Background: an optimization exercise with open tools, aiming at small area. Do not read the settings as production practice. In this exercise RTL edits were held to simulation tests only and were not proved equivalent to the original.

<file path="run.sh">
#!/bin/bash
# synth_recipe.tcl (not shown) runs the flow's synth.tcl, then flattens the netlist and writes it again
# the make line also repeats each setting of config.mk as NAME=value (left out here)
make -C /OpenROAD-flow-scripts/flow DESIGN_CONFIG=/design/flow/config.mk WORK_HOME=/design/flow/orfs CLKGATE_MAP_FILE= SYNTH_SCRIPT=/design/flow/synth_recipe.tcl finish
</file>
<file path="design.v">
`timescale 1ns/1ps
module fp_mul_pipeline (
  input  logic        clk,
  input  logic        rst_n,
  input  logic        valid_data_in,
  input  logic [31:0] in1,
  input  logic [31:0] in2,
  input  logic [2:0]  rounding_mode,
  output logic [31:0] out,
  output logic        overflow,
  output logic        underflow,
  output logic        inexact,
  output logic        invalid_operation,
  output logic        valid_data_out
);
  localparam logic [2:0] RM_RNE = 3'd0;
  localparam logic [2:0] RM_RTZ = 3'd1;
  localparam logic [2:0] RM_RDN = 3'd2;
  localparam logic [2:0] RM_RUP = 3'd3;
  localparam logic [2:0] RM_RMM = 3'd4;
  localparam logic [31:0] QNAN_DEFAULT = 32'h7FC0_0000;
  localparam logic [31:0] QUIET_BIT    = 32'h0040_0000;
  logic [7:0]  e1, e2;
  logic [22:0] m1, m2;
  logic        zero1, zero2, inf1, inf2, qnan1, qnan2, snan1, snan2;
  logic        s1_sign_next;
  logic [9:0]  s1_exp_next;
  logic [2:0]  s1_mode_next;
  logic        s1_special_next;
  logic [31:0] s1_spec_res_next;
  logic        s1_spec_inv_next;
  always_comb begin
    e1 = in1[30:23];
    e2 = in2[30:23];
    m1 = in1[22:0];
    m2 = in2[22:0];
    zero1 = (e1 == 8'd0);
    zero2 = (e2 == 8'd0);
    inf1  = (e1 == 8'hFF) && (m1 == 23'd0);
    inf2  = (e2 == 8'hFF) && (m2 == 23'd0);
    qnan1 = (e1 == 8'hFF) && m1[22];
    qnan2 = (e2 == 8'hFF) && m2[22];
    snan1 = (e1 == 8'hFF) && !m1[22] && (m1 != 23'd0);
    snan2 = (e2 == 8'hFF) && !m2[22] && (m2 != 23'd0);
    s1_sign_next = in1[31] ^ in2[31];
    s1_exp_next  = {2'b00, e1} + {2'b00, e2} - 10'd127;
    s1_mode_next = (rounding_mode > RM_RMM) ? RM_RNE : rounding_mode;
    s1_special_next  = 1'b1;
    s1_spec_res_next = 32'd0;
    s1_spec_inv_next = snan1 | snan2;
    if (qnan1) begin
      s1_spec_res_next = in1;
    end else if (qnan2) begin
      s1_spec_res_next = in2;
    end else if (snan1) begin
      s1_spec_res_next = in1 | QUIET_BIT;
    end else if (snan2) begin
      s1_spec_res_next = in2 | QUIET_BIT;
    end else if ((inf1 && zero2) || (zero1 && inf2)) begin
      s1_spec_res_next = QNAN_DEFAULT;
      s1_spec_inv_next = 1'b1;
    end else if (inf1 || inf2) begin
      s1_spec_res_next = {s1_sign_next, 8'hFF, 23'd0};
    end else if (zero1 || zero2) begin
      s1_spec_res_next = {s1_sign_next, 31'd0};
    end else begin
      s1_special_next = 1'b0;
    end
  end
  logic        s1_valid_reg, s1_sign_reg, s1_special_reg, s1_spec_inv_reg;
  logic [9:0]  s1_exp_reg;
  logic [22:0] s1_m1_reg, s1_m2_reg;
  logic [2:0]  s1_mode_reg;
  logic [31:0] s1_spec_res_reg;
  always_ff @(posedge clk or negedge rst_n) begin
    if (!rst_n) begin
      s1_valid_reg    <= 1'b0;
      s1_sign_reg     <= 1'b0;
      s1_special_reg  <= 1'b0;
      s1_spec_inv_reg <= 1'b0;
      s1_exp_reg      <= 10'd0;
      s1_m1_reg       <= 23'd0;
      s1_m2_reg       <= 23'd0;
      s1_mode_reg     <= 3'd0;
      s1_spec_res_reg <= 32'd0;
    end else begin
      s1_valid_reg    <= valid_data_in;
      s1_sign_reg     <= s1_sign_next;
      s1_special_reg  <= s1_special_next;
      s1_spec_inv_reg <= s1_spec_inv_next;
      s1_exp_reg      <= s1_exp_next;
      s1_m1_reg       <= m1;
      s1_m2_reg       <= m2;
      s1_mode_reg     <= s1_mode_next;
      s1_spec_res_reg <= s1_spec_res_next;
    end
  end
  logic        s2_valid_reg, s2_sign_reg, s2_special_reg, s2_spec_inv_reg;
  logic [9:0]  s2_exp_reg;
  logic [47:0] s2_prod_reg;
  logic [2:0]  s2_mode_reg;
  logic [31:0] s2_spec_res_reg;
  logic [47:0] s2_prod_next;
  assign s2_prod_next = {24'd0, 1'b1, s1_m1_reg} * {24'd0, 1'b1, s1_m2_reg};
  always_ff @(posedge clk or negedge rst_n) begin
    if (!rst_n) begin
      s2_valid_reg    <= 1'b0;
      s2_sign_reg     <= 1'b0;
      s2_special_reg  <= 1'b0;
      s2_spec_inv_reg <= 1'b0;
      s2_exp_reg      <= 10'd0;
      s2_prod_reg     <= 48'd0;
      s2_mode_reg     <= 3'd0;
      s2_spec_res_reg <= 32'd0;
    end else begin
      s2_valid_reg    <= s1_valid_reg;
      s2_sign_reg     <= s1_sign_reg;
      s2_special_reg  <= s1_special_reg;
      s2_spec_inv_reg <= s1_spec_inv_reg;
      s2_exp_reg      <= s1_exp_reg;
      s2_prod_reg     <= s2_prod_next;
      s2_mode_reg     <= s1_mode_reg;
      s2_spec_res_reg <= s1_spec_res_reg;
    end
  end
  logic               p47, guard, sticky, lsb, inc;
  logic [22:0]        mant, mant_f;
  logic [23:0]        mant_r;
  logic signed [10:0] exp_n, exp_r;
  logic [31:0]        s3_res_next;
  logic               s3_of_next, s3_uf_next, s3_ix_next, s3_inv_next;
  always_comb begin
    p47    = s2_prod_reg[47];
    mant   = p47 ? s2_prod_reg[46:24] : s2_prod_reg[45:23];
    guard  = p47 ? s2_prod_reg[23]    : s2_prod_reg[22];
    sticky = p47 ? (|s2_prod_reg[22:0]) : (|s2_prod_reg[21:0]);
    lsb    = mant[0];
    exp_n  = $signed({s2_exp_reg[9], s2_exp_reg}) + $signed({10'd0, p47});
    case (s2_mode_reg)
      RM_RNE:  inc = guard & (sticky | lsb);
      RM_RTZ:  inc = 1'b0;
      RM_RDN:  inc = (guard | sticky) & s2_sign_reg;
      RM_RUP:  inc = (guard | sticky) & ~s2_sign_reg;
      RM_RMM:  inc = guard;
      default: inc = guard & (sticky | lsb);
    endcase
    mant_r = {1'b0, mant} + {23'd0, inc};
    exp_r  = exp_n + $signed({10'd0, mant_r[23]});
    mant_f = mant_r[23] ? 23'd0 : mant_r[22:0];
    s3_res_next = {s2_sign_reg, exp_r[7:0], mant_f};
    s3_of_next  = 1'b0;
    s3_uf_next  = 1'b0;
    s3_ix_next  = guard | sticky;
    s3_inv_next = 1'b0;
    if (s2_special_reg) begin
      s3_res_next = s2_spec_res_reg;
      s3_ix_next  = 1'b0;
      s3_inv_next = s2_spec_inv_reg;
    end else if (exp_n <= 11'sd0) begin
      s3_res_next = {s2_sign_reg, 31'd0};
      s3_uf_next  = 1'b1;
      s3_ix_next  = 1'b1;
    end else if (exp_r >= 11'sd255) begin
      s3_of_next = 1'b1;
      s3_ix_next = 1'b1;
      case (s2_mode_reg)
        RM_RTZ:  s3_res_next = {s2_sign_reg, 31'h7F7F_FFFF};
        RM_RDN:  s3_res_next = s2_sign_reg ? 32'hFF80_0000 : 32'h7F7F_FFFF;
        RM_RUP:  s3_res_next = s2_sign_reg ? 32'hFF7F_FFFF : 32'h7F80_0000;
        default: s3_res_next = {s2_sign_reg, 8'hFF, 23'd0};
      endcase
    end
    if (!s2_valid_reg) begin
      s3_of_next  = 1'b0;
      s3_uf_next  = 1'b0;
      s3_ix_next  = 1'b0;
      s3_inv_next = 1'b0;
    end
  end
  logic [31:0] s3_res_reg;
  logic        s3_of_reg, s3_uf_reg, s3_ix_reg, s3_inv_reg, s3_valid_reg;
  always_ff @(posedge clk or negedge rst_n) begin
    if (!rst_n) begin
      s3_res_reg   <= 32'd0;
      s3_of_reg    <= 1'b0;
      s3_uf_reg    <= 1'b0;
      s3_ix_reg    <= 1'b0;
      s3_inv_reg   <= 1'b0;
      s3_valid_reg <= 1'b0;
    end else begin
      s3_res_reg   <= s3_res_next;
      s3_of_reg    <= s3_of_next;
      s3_uf_reg    <= s3_uf_next;
      s3_ix_reg    <= s3_ix_next;
      s3_inv_reg   <= s3_inv_next;
      s3_valid_reg <= s2_valid_reg;
    end
  end
  assign out               = s3_res_reg;
  assign overflow          = s3_of_reg;
  assign underflow         = s3_uf_reg;
  assign inexact           = s3_ix_reg;
  assign invalid_operation = s3_inv_reg;
  assign valid_data_out    = s3_valid_reg;
endmodule
</file>
<file path="constraint.sdc">
create_clock -name core_clock -period 8.0 [get_ports {clk}]
set_input_delay 1.6000 -clock core_clock [delete_from_list [all_inputs] [get_ports {clk}]]
set_output_delay 1.6000 -clock core_clock [all_outputs]
set_load 0.01 [all_outputs]
</file>
<file path="config.mk">
export PLATFORM = sky130hd
export DESIGN_NAME = fp_mul_pipeline
export DESIGN_NICKNAME = fp_mul_pipeline
export VERILOG_FILES = /design/flow/design.v
export SDC_FILE = /design/flow/constraint.sdc
export NUM_CORES = 4
export LEC_CHECK = 0
export CAP_MARGIN = 20
export CORE_MARGIN = 2
export CORE_UTILIZATION = 40
export PLACE_DENSITY = 0.6
export SLEW_MARGIN = 20
</file>
==> flow_summary.toml <==
[finish]
final_cell_mix = "inv_1, fa_1, nand2_1"
largest_reg_flops = 48
nFillCells = 6586
final_layout_size_suffix_gt1_frac = 0.0454
nNetsFinal = 3705
final_common_cell = "inv_1"
antenna_cells = 0
syn2layout_area_growth_pct = 11.2
utilization = 0.450

[synth]
async_flop_share = 1.00
synth-seq-cells = 229
synthFlopType = "dfrtp_1"
synth_area_leaders = "fa_1, dfrtp_1, ha_1"
syn-mean-instance-area_um2 = 9.66
synthesis.area_mm2 = 0.0279
yosysSeqAreaShare = 0.206
synthCells = 2883
synthDistinctLibCells = 75
synth_edf_count = 0
syn-num-nets = 3631
synth_largest_area_cell = "fa_1"
synth_top_area_frac = 0.347
ys_warn_count = 1

[timing]
rsz0062_at_grt = "false"
finalSetupViolCount = 0
finalHoldViolCount = 0
tightest_slew_ns = 0.976
slew_viol_final = 0
skew_ns = 0.0137
timing.final.crit_share = 0.958
max_slew_margin = 0.343
tns_ns = 0
max_freq_ghz = 0.131
layout_min_cycle_time_ns = 7.66

[critical_path]
rrSetupSlack_ns = 0.34
arrival_ns = 8.10
regToRegEndpoint = "s2_prod_reg[45]$_DFF_PN0_"
worstSetupStartpoint = "s1_m2_reg[10]$_DFF_PN0_"
path_cells = "buf_4 > nand2_1 > fa_1 > fa_1 > inv_1 > fa_1 > fa_1 > fa_1 > fa_1 > inv_1 > fa_1 > inv_1 > ha_1 > a21o_1 > o21bai_1 > a221oi_1 > o21ai_0 > a21oi_1 > o311ai_0 > buf_4 > a31o_2 > a21oi_1 > xnor2_1"
max_stage_delay_ns = 0.70
cp_max_fo = 14
path_class = "reg2reg"
ff2ff_path_depth = 23
slowest_stage = "dfrtp_1"
crit_top_cell = "fa_1"
cp_top_family = "adder cells"
worstSetupStartpointType = "flop"
crit_required_ns = 8.44
critPathCaptureType = "flop"
crit_buf_inv = 5
rr_startpoint = "s1_m2_reg[10]$_DFF_PN0_"

[routing]
via_per_inst = 5.18
antenna_left = 0
wl_per_cell_um = 20.8
num_vias = 20200
dr.pass1.iters = 7
detail_route.iter0.violations = 1484
drc_errors = 0
wl_um = 81200

[floorplanning]
die_area_mm2 = 0.0718
rows = 96
floorplan.initialDensity = 0.405
die_width_um = 268
die-height_um = 268
io_pins = 107
fp.coreArea_mm2 = 0.0688

[clocking]
cts_tree = "built"
root_buffer = "clkbuf_16"
postCtsHoldBufs = 0
ctsResizeCount = 0
path_clk_slew_ns = 0.06
cts_setup_buffers = 0
numCtsBuffers = 25
clock_latency_ns = 0.53
clk_path_buf_depth = 3
cts_max_level = 1
cts.sinks = 229

[global_route]
overflow = 0
first_global_vias = 21700
track_usage = 0.233
grt_first_pass_wirelength_um = 126000
antenna_found_initial = 2
grt_max_degree = 143

[hold_path]
holdCritStartpoint = "s1_spec_res_reg[1]$_DFF_PN0_"
worstHoldEndpoint = "s2_spec_res_reg[1]$_DFF_PN0_"
min_path_cells = 0
hp-class = "reg2reg"

[placed_design]
dp_hpwl_um = 66700
port_buffers = 106
place_congestion = 0.967

[job]
maxCapViolations = 0

[outcome]
status = "finished clean"
[synth_stat cells, drive strengths merged, types with 21 or more instances]
cell type and n:
a221o 25, nor2 113, xor2 28, and2 257, dfrtp 229, mux2i 39
fa 483, nor4 25, inv 604, nand2b 21, nand3 25, xnor2 60
o21ai 38, ha 195, nor3 29, a21oi 72, a21o 29, nand2 323
clkbuf 115
[how the worst max path moves through the flow]
| stage | end | slack [ns] | cells past startpoint |
|---|---|---|---|
| 4_1_cts | s2_prod_reg[45]$_DFF_PN0_ | 0.39 | 24 |
| 2_1_floorplan | s2_prod_reg[39]$_DFF_PN0_ | 1.14 | 27 |
| 3_3_place_gp | s2_prod_reg[45]$_DFF_PN0_ | 0.57 | 23 |
| 5_1_grt | s2_prod_reg[45]$_DFF_PN0_ | 0.03 | 24 |
| 6_report | s2_prod_reg[45]$_DFF_PN0_ | 0.34 | 23 |
| 3_5_place_dp | s2_prod_reg[45]$_DFF_PN0_ | 0.47 | 23 |
[stage by stage]
step / cells / hold WS [ns] / area (um2) / worst slack [ns]
final: 3903 / 0.348 / 31000 / 0.338
after CTS: 3903 / 0.344 / 31000 / 0.392
after global placement: 3861 / 0.332 / 30100 / 0.569
after floorplan: 2883 / 0.331 / 27900 / 1.14
after global routing: 3903 / 0.355 / 31000 / 0.0259
after detailed placement: 3861 / 0.335 / 30100 / 0.465
[layout make-up]
type / instances / area [um2] / area share
tap: 931 / 1160 / 0.0376
timing repair buffer: 178 / 1620 / 0.0523
multi-input combinational: 1916 / 19300 / 0.624
clock buffer: 31 / 678 / 0.0219
clock inverter: 11 / 166 / 0.00537
inverter: 607 / 2280 / 0.0736
sequential: 229 / 5730 / 0.185
[logic make-up (layout without fill, tap and decap cells)]
kind of cell / Yosys count / in the layout / synth area share
DFF: 229 / 229 / 0.206
buffers and inverters: 738 / 827 / 0.101
adders and majority gates: 678 / 678 / 0.435
AOI/OAI and AO/OA: 247 / 247 / 0.0613
muxes: 41 / 41 / 0.0148
and+or+nand+nor: 862 / 862 / 0.155
xor gates and xnor gates: 88 / 88 / 0.0277
[metal layers]
metal | GRT usage | share of wire | vias to the layer above | wire (um)
li1 | - | - | 8931 | -
met1 | 0.315 | 0.42 | 10400 | 34100
met2 | 0.383 | 0.47 | 683 | 38500
met3 | 0.0295 | 0.060 | 154 | 4830
met4 | 0.0895 | 0.046 | 2 | 3740
met5 | 0 | 0.00012 | - | 10

re-timing with driven ports:
The results above use ideal ports. As a check the final layout listed here was re-extracted and re-timed, cells and wires unchanged.
Step 1 assumes that a clkbuf_16 drives the clock port and a buf_2 every other input.
Step 2 times the ports against the registers' clock, not the clock port: input delays grow and output delays shrink by t, the midpoint of the rising clock arrivals with the driver on.
Three values: no drivers, after step 1, after step 2; two values: the first two.
t, ns: 0.569
setup WS [ns]: 0.338 / 0.338 / 0.338
worst slew at a driven data input, ns: 0.07
cell pins on the clock port's net: 1
After both steps this run still meets setup and hold. The setup slack of this run moves by 0.000 ns with the drivers and by 0.000 ns with both steps.
